Source: an optimization exercise on an open RTL-to-GDS flow (aim: small area). Production flows keep margins and buffers that such runs may drop. Function was checked by simulation only, so behaviour that the tests miss may differ from the original. Power and IR drop assume default switching activity.

==> inputs of job 4989 <==
==> flow/design.v <==
package hub75_pkg;
  localparam int COLS      = 64;
  localparam int ROW_BITS  = 4;
  localparam int PIX_BITS  = 6;
  localparam int COL_BITS  = 6;
  localparam int CNT_BITS  = 7;
  localparam int LC_BITS   = 16;
  localparam logic [CNT_BITS-1:0] CNT_FULL = 7'd64;
  localparam logic [CNT_BITS-1:0] CNT_MAX  = 7'd127;
  localparam logic [COL_BITS-1:0] COL_LAST = 6'd63;
endpackage
module hub75_edge_sync (
  input  logic clk,
  input  logic rst,
  input  logic din,
  output logic q0,
  output logic q1
);
  always_ff @(posedge clk or posedge rst) begin
    if (rst) begin
      q0 <= 1'b0;
      q1 <= 1'b0;
    end else begin
      q0 <= din;
      q1 <= q0;
    end
  end
endmodule
module hub75_rx (
  input  logic        clk,
  input  logic        rst,
  input  logic        hub_clk,
  input  logic [5:0]  hub_rgb,
  input  logic [3:0]  hub_addr,
  input  logic        hub_lat,
  input  logic        hub_oe,
  output logic        wr_valid,
  input  logic        wr_ready,
  output logic [9:0]  wr_addr,
  output logic [5:0]  wr_data,
  output logic        line_done,
  output logic        len_err,
  output logic        overrun,
  output logic        lit,
  output logic [15:0] line_count
);
  logic cs0, cs1;             
  logic ls0, ls1;             
  logic lat_q;                
  logic [5:0] rgb_h;          
  logic [3:0] addr_h, addr_d; 
  logic [2:0] oe_q;
  logic       lit_q;
  logic [63:0][5:0] sr_q;
  logic [63:0][5:0] dbuf_q;
  logic [6:0] fill_q, snap_fill_q;
  logic [6:0] cnt_q;
  logic [3:0] row_q;
  logic [5:0] col_q;
  logic [15:0] lc_q;
  logic dump_q, done_q;
  logic len_err_q, overrun_q;
  logic shift;
  hub75_edge_sync u_clk_sync (.clk(clk), .rst(rst), .din(hub_clk), .q0(cs0), .q1(cs1));
  hub75_edge_sync u_lat_sync (.clk(clk), .rst(rst), .din(hub_lat), .q0(ls0), .q1(ls1));
  assign shift = cs0 & ~cs1;
  always_ff @(posedge clk or posedge rst) begin
    if (rst) begin
      lat_q     <= 1'b0;
      rgb_h     <= '0;
      addr_h    <= '0;
      oe_q      <= '0;
      lit_q     <= 1'b0;
      fill_q    <= '0;
      cnt_q     <= '0;
      lc_q      <= '0;
      dump_q    <= 1'b0;
      done_q    <= 1'b0;
      len_err_q <= 1'b0;
      overrun_q <= 1'b0;
    end else begin
      lat_q  <= ls0 & ~ls1;
      if (!hub_clk) rgb_h  <= hub_rgb;
      if (!hub_lat) addr_h <= hub_addr;
      oe_q   <= {oe_q[1:0], hub_oe};
      lit_q  <= ~oe_q[2];
      if (shift && !fill_q[6]) fill_q <= fill_q + 1'b1;
      if (lat_q)
        cnt_q <= {6'd0, shift};
      else if (shift && cnt_q != hub75_pkg::CNT_MAX)
        cnt_q <= cnt_q + 1'b1;
      if (lat_q) begin
        if (dump_q || done_q) overrun_q <= 1'b1;
        else if (cnt_q != hub75_pkg::CNT_FULL) len_err_q <= 1'b1;
      end
      done_q <= 1'b0;
      if (done_q) lc_q <= lc_q + 1'b1;
      if (!dump_q && !done_q) begin
        if (lat_q) dump_q <= 1'b1;
      end else if (dump_q && wr_ready && col_q == hub75_pkg::COL_LAST) begin
        dump_q <= 1'b0;
        done_q <= 1'b1;
      end
    end
  end
  always_ff @(posedge clk) begin
    addr_d <= addr_h;
    if (shift) sr_q <= {sr_q[62:0], rgb_h};
    if (lat_q && !dump_q && !done_q) begin
      dbuf_q      <= sr_q;
      row_q       <= addr_d;
      snap_fill_q <= fill_q;
      col_q       <= '0;
    end else if (dump_q && wr_ready) begin
      col_q <= col_q + 1'b1;
    end
  end
  assign wr_valid   = dump_q;
  assign wr_addr    = {row_q, col_q};
  assign wr_data    = (snap_fill_q[6] || col_q < snap_fill_q[5:0]) ? dbuf_q[col_q] : 6'd0;
  assign line_done  = done_q;
  assign len_err    = len_err_q;
  assign overrun    = overrun_q;
  assign lit        = lit_q;
  assign line_count = lc_q;
endmodule
==> flow/run.sh <==
#!/bin/bash
# synth_recipe.tcl (not shown) runs the flow's synth.tcl, then flattens the netlist and writes it again
# the make line also repeats each setting of config.mk as NAME=value (left out here)
make -C /OpenROAD-flow-scripts/flow DESIGN_CONFIG=/design/flow/config.mk WORK_HOME=/design/flow/orfs CLKGATE_MAP_FILE= SYNTH_SCRIPT=/design/flow/synth_recipe.tcl finish
==> flow/config.mk <==
export PLATFORM = sky130hd
export DESIGN_NAME = hub75_rx
export DESIGN_NICKNAME = hub75_rx
export VERILOG_FILES = /design/flow/design.v
export SDC_FILE = /design/flow/constraint.sdc
export NUM_CORES = 4
export LEC_CHECK = 0
export CAP_MARGIN = 20
export CORE_MARGIN = 2
export CORE_UTILIZATION = 40
export CTS_BUF_LIST = sky130_fd_sc_hd__clkbuf_16
export CTS_CLUSTER_DIAMETER = 60
export CTS_CLUSTER_SIZE = 40
export SLEW_MARGIN = 20
==> flow/constraint.sdc <==
create_clock -name core_clock -period 6.0 [get_ports {clk}]
set_input_delay 1.2000 -clock core_clock [delete_from_list [all_inputs] [get_ports {clk}]]
set_output_delay 1.2000 -clock core_clock [all_outputs]
set_load 0.01 [all_outputs]
==> job 8224 (differences from job 4989) <==
- CTS_BUF_LIST: sky130_fd_sc_hd__clkbuf_16 -> unset
- CTS_CLUSTER_DIAMETER: 60 -> unset
- CTS_CLUSTER_SIZE: 40 -> unset
==> job 9958 (differences from job 4989) <==
==> flow/design.v, changed modules only <==
module hub75_rx (
  input  logic        clk,
  input  logic        rst,
  input  logic        hub_clk,
  input  logic [5:0]  hub_rgb,
  input  logic [3:0]  hub_addr,
  input  logic        hub_lat,
  input  logic        hub_oe,
  output logic        wr_valid,
  input  logic        wr_ready,
  output logic [9:0]  wr_addr,
  output logic [5:0]  wr_data,
  output logic        line_done,
  output logic        len_err,
  output logic        overrun,
  output logic        lit,
  output logic [15:0] line_count
);
  logic cs0, cs1;             
  logic ls0, ls1;             
  logic lat_q;                
  logic [5:0] rgb_h;          
  logic [3:0] addr_h, addr_d; 
  logic [2:0] oe_q;
  logic       lit_q;
  logic [63:0][5:0] sr_q;
  logic [63:0][5:0] dbuf_q;
  logic [6:0] fill_q, snap_fill_q;
  logic [6:0] cnt_q;
  logic [3:0] row_q;
  logic [5:0] col_q;
  logic [15:0] lc_q;
  logic dump_q, done_q;
  logic len_err_q, overrun_q;
  logic shift;
  hub75_edge_sync u_clk_sync (.clk(clk), .rst(rst), .din(hub_clk), .q0(cs0), .q1(cs1));
  hub75_edge_sync u_lat_sync (.clk(clk), .rst(rst), .din(hub_lat), .q0(ls0), .q1(ls1));
  assign shift = cs0 & ~cs1;
  always_ff @(posedge clk or posedge rst) begin
    if (rst) begin
      lat_q     <= 1'b0;
      rgb_h     <= '0;
      addr_h    <= '0;
      oe_q      <= '0;
      lit_q     <= 1'b0;
      fill_q    <= '0;
      cnt_q     <= '0;
      lc_q      <= '0;
      dump_q    <= 1'b0;
      done_q    <= 1'b0;
      len_err_q <= 1'b0;
      overrun_q <= 1'b0;
    end else begin
      lat_q  <= ls0 & ~ls1;
      if (!hub_clk) rgb_h  <= hub_rgb;
      if (!hub_lat) addr_h <= hub_addr;
      oe_q   <= {oe_q[1:0], hub_oe};
      lit_q  <= ~oe_q[2];
      if (shift && !fill_q[6]) fill_q <= fill_q + 1'b1;
      if (lat_q)
        cnt_q <= {6'd0, shift};
      else if (shift && cnt_q != hub75_pkg::CNT_MAX)
        cnt_q <= cnt_q + 1'b1;
      if (lat_q) begin
        if (dump_q || done_q) overrun_q <= 1'b1;
        else if (cnt_q != hub75_pkg::CNT_FULL) len_err_q <= 1'b1;
      end
      done_q <= 1'b0;
      if (done_q) lc_q <= lc_q + 1'b1;
      if (!dump_q && !done_q) begin
        if (lat_q) dump_q <= 1'b1;
      end else if (dump_q && wr_ready && col_q == hub75_pkg::COL_LAST) begin
        dump_q <= 1'b0;
        done_q <= 1'b1;
      end
    end
  end
  always_ff @(posedge clk) begin
    addr_d <= addr_h;
    if (shift) sr_q <= {sr_q[62:0], rgb_h};
    if (lat_q && !dump_q && !done_q) begin
      dbuf_q      <= sr_q;
      row_q       <= addr_d;
      snap_fill_q <= fill_q;
      col_q       <= '0;
    end else if (dump_q && wr_ready) begin
      col_q <= col_q + 1'b1;
    end
  end
  assign wr_valid   = dump_q;
  assign wr_addr    = {row_q, col_q};
  logic [63:0] col_sel;
  logic [5:0]  rd;
  hub75_coldec u_dec (.col(col_q), .sel(col_sel));
  hub75_rdmux  u_rd  (.sel(col_sel), .d(dbuf_q), .q(rd));
  assign wr_data    = (snap_fill_q[6] || col_q < snap_fill_q[5:0]) ? rd : 6'd0;
  assign line_done  = done_q;
  assign len_err    = len_err_q;
  assign overrun    = overrun_q;
  assign lit        = lit_q;
  assign line_count = lc_q;
endmodule
module hub75_coldec (
  input  logic [5:0]  col,
  output logic [63:0] sel
);
  always_comb
    for (int i = 0; i < 64; i++) sel[i] = (col == 6'(i));
endmodule
module hub75_rdmux (
  input  logic [63:0]       sel,
  input  logic [63:0][5:0]  d,
  output logic [5:0]        q
);
  logic [65:0]      sel_x;
  logic [65:0][5:0] d_x;
  logic [21:0][5:0] g_n;
  assign sel_x = {2'b00, sel};
  assign d_x   = {12'd0, d};
  for (genvar k = 0; k < 22; k++) begin : g_grp
    for (genvar b = 0; b < 6; b++) begin : g_bit
      hub75_aoi222 u_g (
        .s0(sel_x[3*k]),   .d0(d_x[3*k][b]),
        .s1(sel_x[3*k+1]), .d1(d_x[3*k+1][b]),
        .s2(sel_x[3*k+2]), .d2(d_x[3*k+2][b]),
        .y_n(g_n[k][b])
      );
    end
  end
  always_comb
    for (int b = 0; b < 6; b++) begin
      q[b] = 1'b0;
      for (int k = 0; k < 22; k++) q[b] = q[b] | ~g_n[k][b];
    end
endmodule
module hub75_aoi222 (
  input  logic s0, d0, s1, d1, s2, d2,
  output logic y_n
);
  assign y_n = ~((s0 & d0) | (s1 & d1) | (s2 & d2));
endmodule
==> flow/flow/run.sh (new file) <==
#!/bin/bash
# Standard ORFS layout with a leaner clock tree (no CTS dummy loads) and
# minimum-size port buffers. Synthesis is the standard synthesis.
set -euo pipefail
export CTS_ARGS="-sink_clustering_enable -repair_clock_nets -dont_use_dummy_load -buf_list sky130_fd_sc_hd__clkbuf_8 -sink_clustering_size 18 -sink_clustering_max_diameter 80"
export BUFFER_PORTS_ARGS="-buffer_cell sky130_fd_sc_hd__buf_1"
bash standard.sh synth > synth.log 2>&1
bash standard.sh finish > layout.log 2>&1
==> flow/standard.sh (new file) <==
#!/bin/bash
# synth_recipe.tcl (not shown) runs the flow's synth.tcl, then flattens the netlist and writes it again
# the make line also repeats each setting of config.mk as NAME=value (left out here)
make -C /OpenROAD-flow-scripts/flow DESIGN_CONFIG=/design/flow/config.mk WORK_HOME=/design/flow/orfs CLKGATE_MAP_FILE= SYNTH_SCRIPT=/design/flow/synth_recipe.tcl "${@:-finish}"
- CORE_UTILIZATION: 40 -> 70
- CTS_BUF_LIST: sky130_fd_sc_hd__clkbuf_16 -> sky130_fd_sc_hd__clkbuf_8
- CTS_CLUSTER_DIAMETER: 60 -> 80
- CTS_CLUSTER_SIZE: 40 -> 18
- PLACE_DENSITY: unset -> 0.85
- SYNTH_HIERARCHICAL: unset -> 1
removed: flow/run.sh
==> comparison table <==
Latest clock arrival within the worst-skew pair: job 4989 600 ps; job 8224 620 ps; job 9958 690 ps
Length of routed wiring on met1: job 4989 22,300 um; job 8224 22,300 um; job 9958 19,700 um
Met3 GRT Util: job 4989 0.0222; job 8224 0.0337; job 9958 0.0480
DIE AREA: job 4989 0.0751 mm^2; job 8224 0.0751 mm^2; job 9958 0.0418 mm^2
Initial standard-cell utilization of the core: job 4989 0.402; job 8224 0.402; job 9958 0.708
Hold path startpoint: job 4989 oe_q[0]$_DFF_PP0_; job 8224 oe_q[1]$_DFF_PP0_; job 9958 oe_q[1]$_DFF_PP0_
Post-Syn Instances: job 4989 1,253; job 8224 1,253; job 9958 1,270
Worst Hold Margin: job 4989 366 ps; job 8224 355 ps; job 9958 357 ps
Sequential area share after synthesis: job 4989 0.854; job 8224 0.854; job 9958 0.886
Sequential Power Share: job 4989 0.553; job 8224 0.502; job 9958 0.670
Psw: job 4989 3.52 mW; job 8224 3.61 mW; job 9958 2.53 mW
Final clock period utilization by the worst path: job 4989 0.850; job 8224 0.848; job 9958 0.925
Final net count: job 4989 1,357; job 8224 1,394; job 9958 1,421
Cts bufs inserted: job 4989 42; job 8224 79; job 9958 52
DR WL met2: job 4989 21,200 um; job 8224 21,500 um; job 9958 25,500 um
Post-synthesis share of cell area spent on and, or, nand and nor gates: job 4989 0.0197; job 8224 0.0197; job 9958 0.0404
Synth Area per Inst: job 4989 23.3 um^2; job 8224 23.3 um^2; job 9958 22.1 um^2
Reported leakage power: job 4989 10.4 nW; job 8224 10.9 nW; job 9958 9.46 nW
Result of the run: job 4989 complete, no violations; job 8224 complete, no violations; job 9958 complete, no violations

## afterwards: timing with drivers on the ports
The results above use ideal ports. As a check the final layouts listed here were re-extracted and re-timed, cells and wires unchanged.
Step 1: set_driving_cell puts a clkbuf_16 on clk and a buf_2 on each other input, an assumption about the parent block.
Step 2 times the ports against the registers' clock, not the clock port: input delays grow and output delays shrink by t, the midpoint of the rising clock arrivals with the driver on.
Three values: ideal, step 1, step 2; two values: the first two.
| run | shift t [ns] | slack for setup (ns) | hold slack, ns | worst data-port slew with drivers (ns) |
|---|---|---|---|---|
| job 4989 | 0.645 | 0.903 / 0.847 / 1.492 | 0.366 / 0.366 / 0.366 | 0.07 |
| job 8224 | 0.666 | 0.912 / 0.854 / 1.520 | 0.355 / 0.355 / 0.355 | 0.07 |
| job 9958 | 0.712 | 0.451 / 0.404 / 1.116 | 0.357 / 0.357 / 0.357 | 0.05 |
After both steps setup and hold are still met in every run listed.
